From an optimization exercise on the open Yosys and OpenROAD flow, aimed at small area; shortcuts taken in it are not production practice. The RTL was checked by simulation tests, not by an equivalence proof against the original design. Power and IR drop assume default switching activity.

--- design/flow/config.mk ---
export PLATFORM = sky130hd
export DESIGN_NAME = issue_stage
export DESIGN_NICKNAME = issue_stage
export VERILOG_FILES = /design/flow/design.v
export SDC_FILE = /design/flow/constraint.sdc
export NUM_CORES = 4
export LEC_CHECK = 0
export CAP_MARGIN = 20
export CORE_MARGIN = 2
export CORE_UTILIZATION = 40
export CTS_BUF_LIST = sky130_fd_sc_hd__clkbuf_4
export SLEW_MARGIN = 20
--- design/flow/constraint.sdc ---
create_clock -name core_clock -period 5.5 [get_ports {clk}]
set_input_delay 1.1000 -clock core_clock [delete_from_list [all_inputs] [get_ports {clk}]]
set_output_delay 1.1000 -clock core_clock [all_outputs]
set_load 0.01 [all_outputs]
--- design/flow/design.v ---
module issue_stage (
  input  logic                      clk,
  input  logic                      rst_n,
  input  logic                      flush,
  input  logic                      push,
  input  logic [70:0]               in_pair0,
  input  logic [70:0]               in_pair1,
  input  logic                      load_valid,
  input  logic [5-1:0] load_dest,
  output logic                      full,
  output logic [70:0]               lane0,
  output logic [70:0]               lane1,
  output logic                      swapped
);
  logic [3:0][69:0] mem_e;   
  logic [3:0][69:0] mem_o;   
  logic [2:0] rd_ptr;
  logic [2:0] wr_ptr;
  logic [3:0] count;
  logic [2:0] lane_ptr;      
  logic [1:0] lane_vld;
  logic [1:0]  rd_e_idx, rd_o_idx, ln_e_idx, ln_o_idx;
  logic [69:0] head_e, head_o, lane_e, lane_o;
  logic [69:0] head0, head1;
  assign rd_e_idx = 2'((rd_ptr + 3'd1) >> 1);
  assign rd_o_idx = rd_ptr[2:1];
  assign ln_e_idx = 2'((lane_ptr + 3'd1) >> 1);
  assign ln_o_idx = lane_ptr[2:1];
  always_comb begin
    head_e = '0;
    head_o = '0;
    lane_e = '0;
    lane_o = '0;
    for (int k = 0; k < 4; k++) begin
      head_e = head_e | {70{rd_e_idx == 2'(k)}} & mem_e[k];
      head_o = head_o | {70{rd_o_idx == 2'(k)}} & mem_o[k];
      lane_e = lane_e | {70{ln_e_idx == 2'(k)}} & mem_e[k];
      lane_o = lane_o | {70{ln_o_idx == 2'(k)}} & mem_o[k];
    end
  end
  assign head0 = rd_ptr[0] ? head_o : head_e;
  assign head1 = rd_ptr[0] ? head_e : head_o;
  assign lane0 = {lane_vld[0], (lane_ptr[0] ^ swapped) ? lane_o : lane_e};
  assign lane1 = {lane_vld[1], (lane_ptr[0] ^ swapped) ? lane_e : lane_o};
  logic [5:0] op0, op1;
  logic [4:0] rs0, rt0, rd0, rs1, rt1, dest0;
  logic       rds0, rdt0, wr0, br0, mm0;
  logic       rds1, rdt1, br1, mm1;
  assign op0 = head0[31:26];
  assign rs0 = head0[25:21];
  assign rt0 = head0[20:16];
  assign rd0 = head0[15:11];
  assign op1 = head1[31:26];
  assign rs1 = head1[25:21];
  assign rt1 = head1[20:16];
  function automatic logic reads_rs(input logic [5:0] op);
    reads_rs = (op[5:4] == 2'b00 && op != 6'h00) || op[5:4] == 2'b01 ||
               op == 6'h20 || op == 6'h21 || op == 6'h30;
  endfunction
  function automatic logic reads_rt(input logic [5:0] op);
    reads_rt = (op[5:4] == 2'b00 && op != 6'h00) || op == 6'h21;
  endfunction
  function automatic logic is_branch(input logic [5:0] op);
    is_branch = op[5:4] == 2'b11 || op[5:1] == 5'b00110 || op[5:1] == 5'b01110;
  endfunction
  assign rds0  = reads_rs(op0);
  assign rdt0  = reads_rt(op0);
  assign wr0   = (op0[5:4] == 2'b00 && op0 != 6'h00) || op0[5:4] == 2'b01 || op0 == 6'h20;
  assign dest0 = (op0[5:4] == 2'b00) ? rd0 : rt0;
  assign br0   = is_branch(op0);
  assign mm0   = op0[5:4] == 2'b10;
  assign rds1  = reads_rs(op1);
  assign rdt1  = reads_rt(op1);
  assign br1   = is_branch(op1);
  assign mm1   = op1[5:4] == 2'b10;
  logic v0, v1;
  logic load_stall, pair_dep, conflict;
  logic iss0, iss1, swap;
  assign v0 = count != 4'd0;
  assign v1 = count > 4'd1;
  assign load_stall = load_valid &&
                      ((v0 && ((rds0 && rs0 == load_dest) || (rdt0 && rt0 == load_dest))) ||
                       (v1 && ((rds1 && rs1 == load_dest) || (rdt1 && rt1 == load_dest))));
  assign pair_dep   = wr0 && ((rds1 && rs1 == dest0) || (rdt1 && rt1 == dest0));
  assign conflict   = (br0 && br1) || (mm0 && mm1);
  assign iss0 = v0 && !load_stall;
  assign iss1 = iss0 && v1 && !pair_dep && !conflict;
  assign swap = iss0 && (mm0 || (iss1 && !br0 && br1));
  logic [3:0] push_n, pop_n, count_nx;
  logic       accept;
  assign accept   = push && !full && !flush;
  assign push_n   = accept ? 4'(in_pair0[70]) + 4'(in_pair1[70]) : 4'd0;
  assign pop_n    = 4'(iss0) + 4'(iss1);
  assign count_nx = count + push_n - pop_n;
  always_ff @(posedge clk) begin
    if (!rst_n || flush) begin
      rd_ptr   <= '0;
      wr_ptr   <= '0;
      count    <= '0;
      full     <= 1'b0;
      lane_vld <= 2'b00;
      swapped  <= 1'b0;
    end else begin
      rd_ptr   <= rd_ptr + pop_n[2:0];
      wr_ptr   <= wr_ptr + push_n[2:0];
      count    <= count_nx;
      full     <= count_nx > 4'd6;
      lane_vld <= swap ? {iss0, iss1} : {iss1, iss0};
      swapped  <= swap;
    end
  end
  always_ff @(posedge clk) begin
    lane_ptr <= rd_ptr;
  end
  logic [1:0]  wr_e_idx, wr_o_idx;
  logic [69:0] wd_e, wd_o;
  assign wr_e_idx = 2'((wr_ptr + 3'd1) >> 1);
  assign wr_o_idx = wr_ptr[2:1];
  assign wd_e     = (!wr_ptr[0] && in_pair0[70]) ? in_pair0[69:0] : in_pair1[69:0];
  assign wd_o     = ( wr_ptr[0] && in_pair0[70]) ? in_pair0[69:0] : in_pair1[69:0];
  always_ff @(posedge clk) begin
    for (int k = 0; k < 4; k++) begin
      if (!full && wr_e_idx == 2'(k)) mem_e[k] <= wd_e;
      if (!full && wr_o_idx == 2'(k)) mem_o[k] <= wd_o;
    end
  end
endmodule
--- design/flow/run.sh ---
#!/bin/bash
# synth_recipe.tcl (not shown) runs the flow's synth.tcl, then flattens the netlist and writes it again
# the make line also repeats each setting of config.mk as NAME=value (left out here)
make -C /OpenROAD-flow-scripts/flow DESIGN_CONFIG=/design/flow/config.mk WORK_HOME=/design/flow/orfs CLKGATE_MAP_FILE= SYNTH_SCRIPT=/design/flow/synth_recipe.tcl finish
==> impl_results.md, run 1 <==
* CTS buffer count at about 150
* Fillers at ~5500
* Layout Utilization at between 40% and 50%
* Top cells by area, synth: edfxtp_1 (63%), mux4_2 (15%), nand2_1 (6.1%)
* Hold Path Stages at 2
* Reg2reg setup slack at 0.38 ns
* R2R depth at 18
* Share of cells above drive strength 1 at 29.0%
* Clk_skew at 0.0723 ns
* Post-route cell area at 32600 µm²
* Crit path DAT at between 5 and 6 ns
* P&R area growth vs syn at 22.8%
* Top FF cell, synth: edfxtp_1
* Synth warn at 1
* Post-synthesis cell count at 1630
* Worst VDD drop at 0.214 mV
* Max clock buf depth at 3
* Setup bufs post-CTS at 0
* Clock Latency Late Sink at 0.95 ns
* Site Rows at 94
* Max H-tree Level at 4
* Post-Synth Adder-Cell Area at 0.914%
* Yosys cell types at 49
* Area after DPL at 30700 µm²
* Simple-Gate Fraction of Synth Area at 7.11%
* Post-synthesis compound-gate area fraction at 0.866%
* Post-synthesis async set-or-reset flop share at 0%
* Drt total wl at 68800 µm
* Status: no timing/DRC/antenna violations
* Initial core utilization at 40.4%
* Post-synthesis sequential area ratio at 64.6%
* Pwr Density at 437 nW/µm²
* Clock sinks at between 500 and 600
* Worst slew margin at between 30% and 40%
* Vias in the first global route at around 17000
* CP endpoint kind: flop
* Total GRT Usage at between 20% and 30%
* Num ports at 296
* GPL Wtd Cong at 0.841
* Max Used Layer: met5
* FMAX at 0.195 GHz
* Worst Tran Pin Value at 0.986 ns
* Crit share post-route at 93.1%
* Area share of the largest cell type after synthesis at 63.3%
* RR Endpoint: full$_SDFF_PP0_
* Hold Startpoint: wr_ptr[2]$_SDFF_PP0_
* Most frequent cell after synthesis: edfxtp_1
* Slew Viols, Final at 0
* DRT met1 WL at 28400 µm
* Drt via density at 5.35
* Worst hold endpoint: wr_ptr[2]$_SDFF_PP0_
* Post-CTS sizing at 0
* Nets at about 2200
* Routed wl met2 at 34000 µm
* Crit path kind: reg2reg
* Post-Place Worst Slack at 0.377 ns
* 1st-iter DRT viols at 1036
* Core ar. at 65700 µm²
* Finished Layout Cells at 2992
* DRC errors left at 0
* Die area at 68500 µm²
* FF+latch count, synth at 577
* Synth cell count leaders: edfxtp_1 (560), nand2_1 (429), mux4_2 (180)
* Largest net degree at the start of global routing at 99
* Clock transition at path regs at ~0.07 ns
* Overflow after GRT at 0
* Final hold vios at 0
* Synth Area in XOR/XNOR at 1.87%
* Worst EP required at about 6.4 ns
* Die X at 262 µm
* Storage cell area at 17200 µm²
* Routed met3 length at ~5100 µm
* Mux cell area share after synthesis at 23.0%
* Cell Area, Synth at 26600 µm²
* Static Leak at 11.3 nW
* Largest area contributor in the netlist: edfxtp_1
* Placed insts at 2736
* Root buf cell: clkbuf_4
* Worst Path Max Fanout at 23
* Fin crit period at about 5.1 ns
* Post-synth EDFFs at 560
* Initial antenna violation count at 8
* First-pass GRT wire length at ~100000 µm
* Worst setup margin at around 0.38 ns
* CTS tree: yes
* DP HPWL at 43800 µm
* Total number of vias at between 15000 and 20000
* Hold Buf Count CTS at 0
* Syn avg cell area at 16.3 µm²
* Hold WC Path Type: reg2reg
* Routed Antenna Nets at 0
* Pre-Repair DR Iteration Count at 6
* Largest family of logic cells by synthesized area: multiplexers
* Syn Nets at 1799
* DR WL/cell at 23.0 µm
* Port bufs at between 200 and 300
* R2r startpoint: rd_ptr[1]$_SDFF_PP0_
* RSZ-0062 raised after global routing: false
* Overall die height at 262 µm
* Final setup vio count at 0
* Max Cap Violations at 0
* Area of the multi-input gates at 9090 µm²
* Worst setup SP type: flop
-- cell usage in the layout (no fill, tap or decap), types with 3 or more instances in the layout --
cell,instances
mux4_2,180
clkinv_2,9
nand2b_1,3
fa_1,4
buf_12,4
nor2b_1,3
nor2_1,12
mux2_2,141
bufinv_16,5
nand3_1,6
nor3_2,4
a21oi_1,6
dfxtp_1,14
clkbuf_4,211
clkinv_1,20
clkinvlp_4,3
diode_2,4
edfxtp_1,560
xor2_1,26
o31ai_1,4
and2_1,5
clkdlybuf4s50_1,295
nand4_1,3
nand2_1,428
ha_1,12
buf_4,35
xnor2_1,26
mux2i_1,37
inv_1,15
-- worst max-delay path by stage --
stage / slack, ns / end / start
2_1_floorplan: -0.54 / mem_e[0]$_DFFE_PP_ / wr_ptr[0]$_SDFF_PP0_
3_3_place_gp: 0.56 / full$_SDFF_PP0_ / rd_ptr[1]$_SDFF_PP0_
3_5_place_dp: 0.38 / full$_SDFF_PP0_ / rd_ptr[1]$_SDFF_PP0_
4_1_cts: 0.36 / full$_SDFF_PP0_ / rd_ptr[1]$_SDFF_PP0_
5_1_grt: 0.14 / full$_SDFF_PP0_ / rd_ptr[1]$_SDFF_PP0_
6_report: 0.38 / full$_SDFF_PP0_ / rd_ptr[1]$_SDFF_PP0_
-- cells by family (layout without fill, tap and decap cells) --
logic type | after synthesis | count (layout)
AOI/OAI and AO/OA | 29 | 29
xor gates and xnor gates | 56 | 56
adders and majority gates | 17 | 17
buffers and inverters | 109 | 603
DFF | 577 | 577
muxes | 362 | 362
other | 0 | 4
and+or+nand+nor | 480 | 480
-- through the flow --
stage	total power (W)	TNS (ns)	hold WS (ns)
3_5_place_dp	0.0107	0	0.648
5_1_grt	0.0151	0	0.713
2_1_floorplan	0.00846	-132.88	0.369
3_3_place_gp	0.0106	0	0.656
4_1_cts	0.0144	0	0.664
6_report	0.0142	0	0.684
-- sequential cells by signal (all words and copies together) (netlist names) --
signal,cells
swapped,1
wr_ptr,3
lane_vld,2
lane_ptr,3
full,1
count,4
mem_o,280
rd_ptr,3
mem_e,280
-- final cells by class --
class	count	area share, %
Antenna cell	4	0.0307
Timing Repair Buffer	336	10.2
Tap cell	864	3.31
Multi-Input combinational cell	944	27.9
Inverter	15	0.173
Clock inverter	41	0.974
Sequential cell	577	52.6
Clock buffer	211	4.86
-- where the power goes --
part / total [W] / internal [W] / switching [W]
sequential: 0.00531 / 0.00520 / 0.000106
clock: 0.00368 / 0.00200 / 0.00168
combinational: 0.00526 / 0.00255 / 0.00271
total: 0.0142 / 0.00975 / 0.00450
-- routing by layer --
metal	up-vias	global-route usage (%)
met5	-	0
met4	12	6.25
met3	82	6.37
met2	566	33.6
met1	8179	26.2
li1	7160	-
-- critical path, stage by stage (launching register included) --
cell and delay, ns:
dfxtp_1 0.34, buf_4 0.48, mux4_2 0.61, mux2i_1 0.43, xor2_1 0.15, a2111oi_1 0.42, mux2i_1 0.15, nor4b_1 0.38
nor3_1 0.16, and2_1 0.17, ha_1 0.32, ha_1 0.30, inv_1 0.06, ha_1 0.16, inv_1 0.06, fa_1 0.46
nor2_1 0.15, nand2_1 0.07, o22ai_1 0.14
==> run 2: changes to the inputs <==
--- a/design/flow/config.mk
+++ b/design/flow/config.mk
@@ -8,5 +8,4 @@
 export CAP_MARGIN = 20
 export CORE_MARGIN = 2
 export CORE_UTILIZATION = 40
-export CTS_BUF_LIST = sky130_fd_sc_hd__clkbuf_4
 export SLEW_MARGIN = 20
==> impl_results.md, run 2 <==
* Initial antenna violation count at 6
* Drt total wl at 68200 µm
* Port bufs at 295
* DR WL/cell at around 24 µm
* Nets at 2104
* Worst setup SP type: flop
* Top flop regs: mem_e: 280 flops, mem_o: 280 flops, count: 4 flops
* FF+latch count, synth at 577
* GPL Wtd Cong at around 0.84
* Largest net degree at the start of global routing at 99
* Top cells by area, synth: edfxtp_1 (63%), mux4_2 (15%), nand2_1 (6.1%)
* Post-synth EDFFs at 560
* Vias in the first global route at around 16000
* Post-synthesis sequential area ratio at about 65%
* Overall die height at 262 µm
* Syn avg cell area at 16.3 µm²
* Fillers at 5448
* Worst EP required at approximately 6.0 ns
* RSZ-0062 raised after global routing: false
* CP endpoint kind: flop
* Most frequent cell after synthesis: edfxtp_1
* Crit path DAT at 5.68 ns
* DRT met1 WL at 28800 µm
* Site Rows at 94
* P&R area growth vs syn at 23.0%
* Drt via density at 5.41
* Core ar. at between 60000 and 70000 µm²
* Hold Buf Count CTS at 0
* Hold Path Stages at 2
* Initial core utilization at 40.4%
* Largest area contributor in the netlist: edfxtp_1
* Post-synthesis cell count at 1630
* 1st-iter DRT viols at 1117
* Setup TNS at 0 ns
* Clk_skew at 0.0232 ns
* Placed insts at 2736
* Worst slew margin at 33.5%
* Max Used Layer: met5
* Setup bufs post-CTS at 0
* CTS tree: yes
* Pre-Repair DR Iteration Count at 6
* Total number of vias at 15400
* Overflow after GRT at 0
* Syn Nets at 1799
* Die area at between 60000 and 70000 µm²
* Max Cap Violations at 0
* Share of cells above drive strength 1 at about a quarter
* Area share of the largest cell type after synthesis at a little over three fifths
* CP max-delay cell: mux4_2
* Final hold vios at 0
* CTS buffer count at 61
* Static Leak at between 10 and 15 nW
* Reg2reg setup slack at 0.36 ns
* Post-synthesis async set-or-reset flop share at 0%
* Status: no timing/DRC/antenna violations
* Total GRT Usage at 20.0%
* First-pass GRT wire length at 100000 µm
* Most common cell on crit path: ha_1
* Synth warn at 1
* Pwr Density at 446 nW/µm²
* Slew Viols, Final at 0
* Fin crit period at ~5.1 ns
* Commonest non-fill, non-tap cell in the layout: edfxtp_1
* Crit-path cells: buf_4 -> mux4_2 -> mux2i_1 -> xor2_1 -> a2111oi_1 -> mux2i_1 -> nor4b_1 -> nor3_1 -> and2_1 -> ha_1 -> ha_1 -> inv_1 -> ha_1 -> inv_1 -> fa_1 -> nor2_1 -> nand2_1 -> o22ai_1
* Num ports at 296
* Final setup vio count at 0
* FMAX at 0.195 GHz
* Worst VDD drop at 0.237 mV
* Post-CTS sizing at 0
* Routed wl met2 at 33400 µm
* Clock Latency Late Sink at 0.63 ns
* Max H-tree Level at 2
* Crit path kind: reg2reg
* Routed met3 length at 4500 µm
* CP max stage delay at 0.61 ns
* Root buf cell: clkbuf_16
* Hold WC Path Type: reg2reg
* R2R depth at 18
* Most frequent cells in the layout: edfxtp_1 (560), nand2_1 (428), clkdlybuf4s50_1 (295)
* Routed Antenna Nets at 0
* Max clock buf depth at 3
* Crit share post-route at 93.4%
* DRC errors left at 0
* Clock sinks at 577
* Layout Utilization at 49.7%
* Top FF cell, synth: edfxtp_1
* Synth cell count leaders: edfxtp_1 (560), nand2_1 (429), mux4_2 (180)
* Worst Path Max Fanout at 23
* WHS at 0.683 ns
* Yosys cell types at just under 50
* Worst Tran Pin Value at 0.998 ns
* Clock transition at path regs at 0.06 ns
* Finished Layout Cells at 2849
* DP HPWL at 43800 µm
* Die X at 262 µm
* Cell Area, Synth at roughly 27000 µm²
[run 2: cell counts after synthesis]
Identical to the previous run, type by type.
[run 2: where the power goes]
part / internal (W) / leakage (nW) / switching (W) / total, W
clock network: 0.00234 / 0.956 / 0.00167 / 0.00401
logic: 0.00255 / 4.79 / 0.00271 / 0.00526
registers: 0.00520 / 5.36 / 0.000106 / 0.00531
[run 2: logic make-up after synthesis]
family / count (synthesis) / share of synthesized area, %
buf+inv: 109 / 1.71
fa+ha+maj: 17 / 0.914
flops: 577 / 64.6
compound gates: 29 / 0.866
mux: 362 / 23.0
simple gates: 480 / 7.11
xor+xnor: 56 / 1.87
[run 2: routing by layer]
layer | global-route usage (%) | vias to the layer above
met1 | 26.8 | 7971
met5 | 0 | -
met2 | 33.3 | 474
li1 | - | 6868
met3 | 4.27 | 95
met4 | 5.03 | 10
[run 2: worst max-delay path, delay by kind of cell (launching register included)]
family / cells / cell delay (ns)
AOI/OAI and AO/OA: 2 / 0.57
muxes: 3 / 1.20
buffers and inverters: 3 / 0.60
xor gates and xnor gates: 1 / 0.16
DFF: 1 / 0.34
and+or+nand+nor: 5 / 0.95
adders and majority gates: 4 / 1.24
[run 2: worst paths after layout]
| path | from | to |
|---|---|---|
| max | rd_ptr[1]$_SDFF_PP0_ | full$_SDFF_PP0_ |
| min | wr_ptr[2]$_SDFF_PP0_ | wr_ptr[2]$_SDFF_PP0_ |
| max reg2reg | rd_ptr[1]$_SDFF_PP0_ | full$_SDFF_PP0_ |
| min reg2reg | wr_ptr[2]$_SDFF_PP0_ | wr_ptr[2]$_SDFF_PP0_ |
[run 2: per-stage QoR]
stage / area (µm²) / setup slack, ns / total power [W]
2_1_floorplan: 26600 / -0.542 / 0.00846
3_3_place_gp: 30700 / 0.559 / 0.0106
4_1_cts: 32700 / 0.328 / 0.0147
6_report: 32700 / 0.361 / 0.0146
5_1_grt: 32700 / 0.0790 / 0.0153
3_5_place_dp: 30700 / 0.377 / 0.0107
[run 2: final cells by class]
class / count / area, µm² / share of cell area, %
sequential: 577 / 17200 / 52.5
multi-input combinational: 944 / 9090 / 27.8
timing repair buffer: 336 / 3320 / 10.2
clock buffer: 79 / 1600 / 4.91
tap: 864 / 1080 / 3.31
clock inverter: 33 / 358 / 1.10
inverter: 15 / 56.3 / 0.172
antenna: 1 / 2.50 / 0.00766
==> run 3: changes to the inputs <==
==> design/flow/flow/run.sh (new file) <==
#!/bin/bash
# Standard ORFS flow with small port buffers and no CTS dummy loads.
# The make output goes to standard.log; ORFS keeps each step's log under orfs/logs.
set -uo pipefail
bash standard.sh \
  "BUFFER_PORTS_ARGS=-buffer_cell sky130_fd_sc_hd__buf_1" \
  "CTS_ARGS=-sink_clustering_enable -repair_clock_nets -dont_use_dummy_load -buf_list sky130_fd_sc_hd__clkbuf_4" \
  finish > standard.log 2>&1
==> design/flow/standard.sh (new file) <==
#!/bin/bash
# synth_recipe.tcl (not shown) runs the flow's synth.tcl, then flattens the netlist and writes it again
# the make line also repeats each setting of config.mk as NAME=value (left out here)
make -C /OpenROAD-flow-scripts/flow DESIGN_CONFIG=/design/flow/config.mk WORK_HOME=/design/flow/orfs CLKGATE_MAP_FILE= SYNTH_SCRIPT=/design/flow/synth_recipe.tcl "${@:-finish}"
removed: design/flow/run.sh
==> impl_results.md, run 3 <==
* Static Leak at 10.0 nW
* Hold Startpoint: in_pair1[51]
* 1st-iter DRT viols at 1190
* Worst EP required at 6.28 ns
* Post-synthesis cell count at 1630
* CP endpoint kind: flop
* Fin crit period at 5.11 ns
* Largest net degree at the start of global routing at between 100 and 150
* Yosys cell types at just under 50
* Die X at 262 µm
* Worst setup margin at 0.387 ns
* Max Cap Violations at 0
* Fillers at 5826
* Nets at 2193
* CTS buffer count at 153
* Area share of the largest cell type after synthesis at 63.3%
* Reg2reg setup slack at 0.39 ns
* Clock transition at path regs at about 0.060 ns
* Storage cell area at 17200 µm²
* Status: no timing/DRC/antenna violations
* Crit path DAT at 5.90 ns
* Largest area contributor in the netlist: edfxtp_1
* Port bufs at 295
* Root buf cell: clkbuf_4
* Final hold vios at 0
* GPL Wtd Cong at 0.867
* First-pass GRT wire length at 100000 µm
* Top FF cell, synth: edfxtp_1
* Number of cells on the critical path at 18
* FF+latch count, synth at 577
* Setup bufs post-CTS at 0
* Initial antenna violation count at 4
* Max clock buf depth at 3
* R2r startpoint: rd_ptr[1]$_SDFF_PP0_
* Worst Path Max Fanout at 10
* Top cells by area, synth: edfxtp_1 (63%), mux4_2 (15%), nand2_1 (6.1%)
* Most common cell on crit path: ha_1
* CP bufs+invs at 2
* Worst setup SP type: flop
* RSZ-0062 raised after global routing: false
* Worst VDD drop at 0.252 mV
* Crit share post-route at 93.0%
* DR WL/cell at 23.7 µm
* Synth warn at 1
* Final setup vio count at 0
* Overflow after GRT at 0
* Clock Latency Late Sink at 0.97 ns
* DRC errors left at 0
* RR Endpoint: full$_SDFF_PP0_
* Overall die height at 262 µm
* Crit-path cells: ha_1 -> buf_4 -> mux4_1 -> xor2_1 -> or4_1 -> a21oi_1 -> a41oi_1 -> o41ai_2 -> nor3_1 -> and2_1 -> ha_1 -> inv_1 -> fa_1 -> ha_1 -> a21o_1 -> a21oi_1 -> xnor2_1 -> o22ai_1
* Pwr Density at 417 nW/µm²
* Die area at 68500 µm²
* Top flop regs: mem_e: 280 flops, mem_o: 280 flops, count: 4 flops
* Hold Path Stages at 2
* Syn avg cell area at 16.3 µm²
* Routed Antenna Nets at 0
* Post-synthesis async set-or-reset flop share at 0%
* Post-synthesis sequential area ratio at 64.6%
* Most frequent cell after synthesis: edfxtp_1
* WHS at 0.505 ns
* Core ar. at 65700 µm²
* DP HPWL at 44300 µm
* R2R depth at 18
* Critical path's top delay family: adder cells
* Drt total wl at 68600 µm
* Post-synth EDFFs at 560
* Max H-tree Level at 4
* Crit path kind: reg2reg
* Total number of vias at 15800
* Worst slew margin at 41.8%
* Synth cell count leaders: edfxtp_1 (560), nand2_1 (429), mux4_2 (180)
* CP max-delay cell: mux4_1
* Clock sinks at 577
* Post-CTS sizing at 0
* Cell Area, Synth at between 20000 and 30000 µm²
* Vias in the first global route at 16300
* Pre-Repair DR Iteration Count at 5
* FMAX at 0.196 GHz
* CP max stage delay at 0.62 ns
* Initial core utilization at 40.4%
* Clk_skew at 0.0697 ns
* Post-Place Worst Slack at between 0.4 and 0.5 ns
* Drt via density at approximately 5.5
* Area of the multi-input gates at between 9000 and 10000 µm²
* Share of cells above drive strength 1 at roughly a quarter
* Commonest non-fill, non-tap cell in the layout: edfxtp_1
* Site Rows at 94
* Worst Tran Pin Value at 0.872 ns
* Worst hold endpoint: mem_e[191]$_DFFE_PP_
* Slew Viols, Final at 0
* Most frequent cells in the layout: edfxtp_1 (560), nand2_1 (428), buf_1 (295)
* Num ports at a little under 300
* Total GRT Usage at 20.2%
* Syn Nets at 1799
* P&R area growth vs syn at 12.9%
* Power Total at 0.0125 W
* CTS tree: yes
* Hold Buf Count CTS at 0
* Hold WC Path Type: in2reg
==> run 3: cell counts after synthesis <==
Identical to the previous run, type by type.
==> run 3: area by class of cell <==
type                    instances  share of cell area (%)
diodes                          3                  0.0250
clock buffers                 153                    3.83
inverters                      15                   0.188
multi-input cells             944                    30.3
flip-flops and latches        577                    57.2
well taps                     864                    3.60
repair buffers                333                    4.81
==> run 3: metal layers <==
layer	global-route usage [%]	share of wire (%)
met1	26.1	42
met2	32.9	49
met3	6.13	7.5
met4	6.42	1.9
met5	0	0.019
==> run 3: how the worst max path moves through the flow <==
stage / start / endpoint / slack [ns]
after detailed placement: rd_ptr[0]$_SDFF_PP0_ / full$_SDFF_PP0_ / 0.41
after floorplan: wr_ptr[0]$_SDFF_PP0_ / mem_e[0]$_DFFE_PP_ / -0.54
after CTS: rd_ptr[1]$_SDFF_PP0_ / full$_SDFF_PP0_ / 0.38
after global routing: rd_ptr[1]$_SDFF_PP0_ / full$_SDFF_PP0_ / 0.08
final: rd_ptr[1]$_SDFF_PP0_ / full$_SDFF_PP0_ / 0.39
after global placement: rd_ptr[0]$_SDFF_PP0_ / full$_SDFF_PP0_ / 0.48
==> run 3: power breakdown <==
part / switching [W] / internal (W)
Combinational: 0.00267 / 0.00177
Sequential: 0.000113 / 0.00521
Clock: 0.00148 / 0.00126
Total: 0.00427 / 0.00823
==> run 3: through the flow <==
stage          cell area [µm²]  util, %  cells  setup TNS (ns)
2_1_floorplan            26600        -   1630         -132.88
3_3_place_gp             28800     43.9   2733               0
3_5_place_dp             28800     43.9   2733               0
4_1_cts                  30000     45.6   2886               0
5_1_grt                  30000     45.6   2889               0
6_report                 30000     45.6   2889               0
==> run 3: kinds of logic after synthesis <==
group           after synthesis  share of synthesized area, %
flops                       577                          64.6
fa+ha+maj                    17                         0.914
mux                         362                          23.0
buf+inv                     109                          1.71
xor+xnor                     56                          1.87
simple gates                480                          7.11
compound gates               29                         0.866

[port drivers added, routing unchanged]
In the flow no input, the clock included, has a driving cell. The finished layouts below were timed again as built, in two steps. Step 1 assumes that a clkbuf_16 drives the clock port and a buf_2 every other input. Step 2 moves the port delays by t, midway between the first and last clock arrival at a register: inputs arrive t later, outputs are due t later. That takes back most of the time a late clock gives input paths. a / b / c = no drivers / after step 1 / after step 2; a / b = the first two.
run | shift t [ns] | setup slack, ns | worst slew at a driven data input, ns
run 1 | 0.970 | 0.378 / 0.378 / 0.378 | 0.11
run 2 | 0.673 | 0.361 / 0.361 / 0.361 | 0.12
run 3 | 0.972 | 0.387 / 0.387 / 0.387 | 0.11
After both steps setup and hold are still met in every run listed.
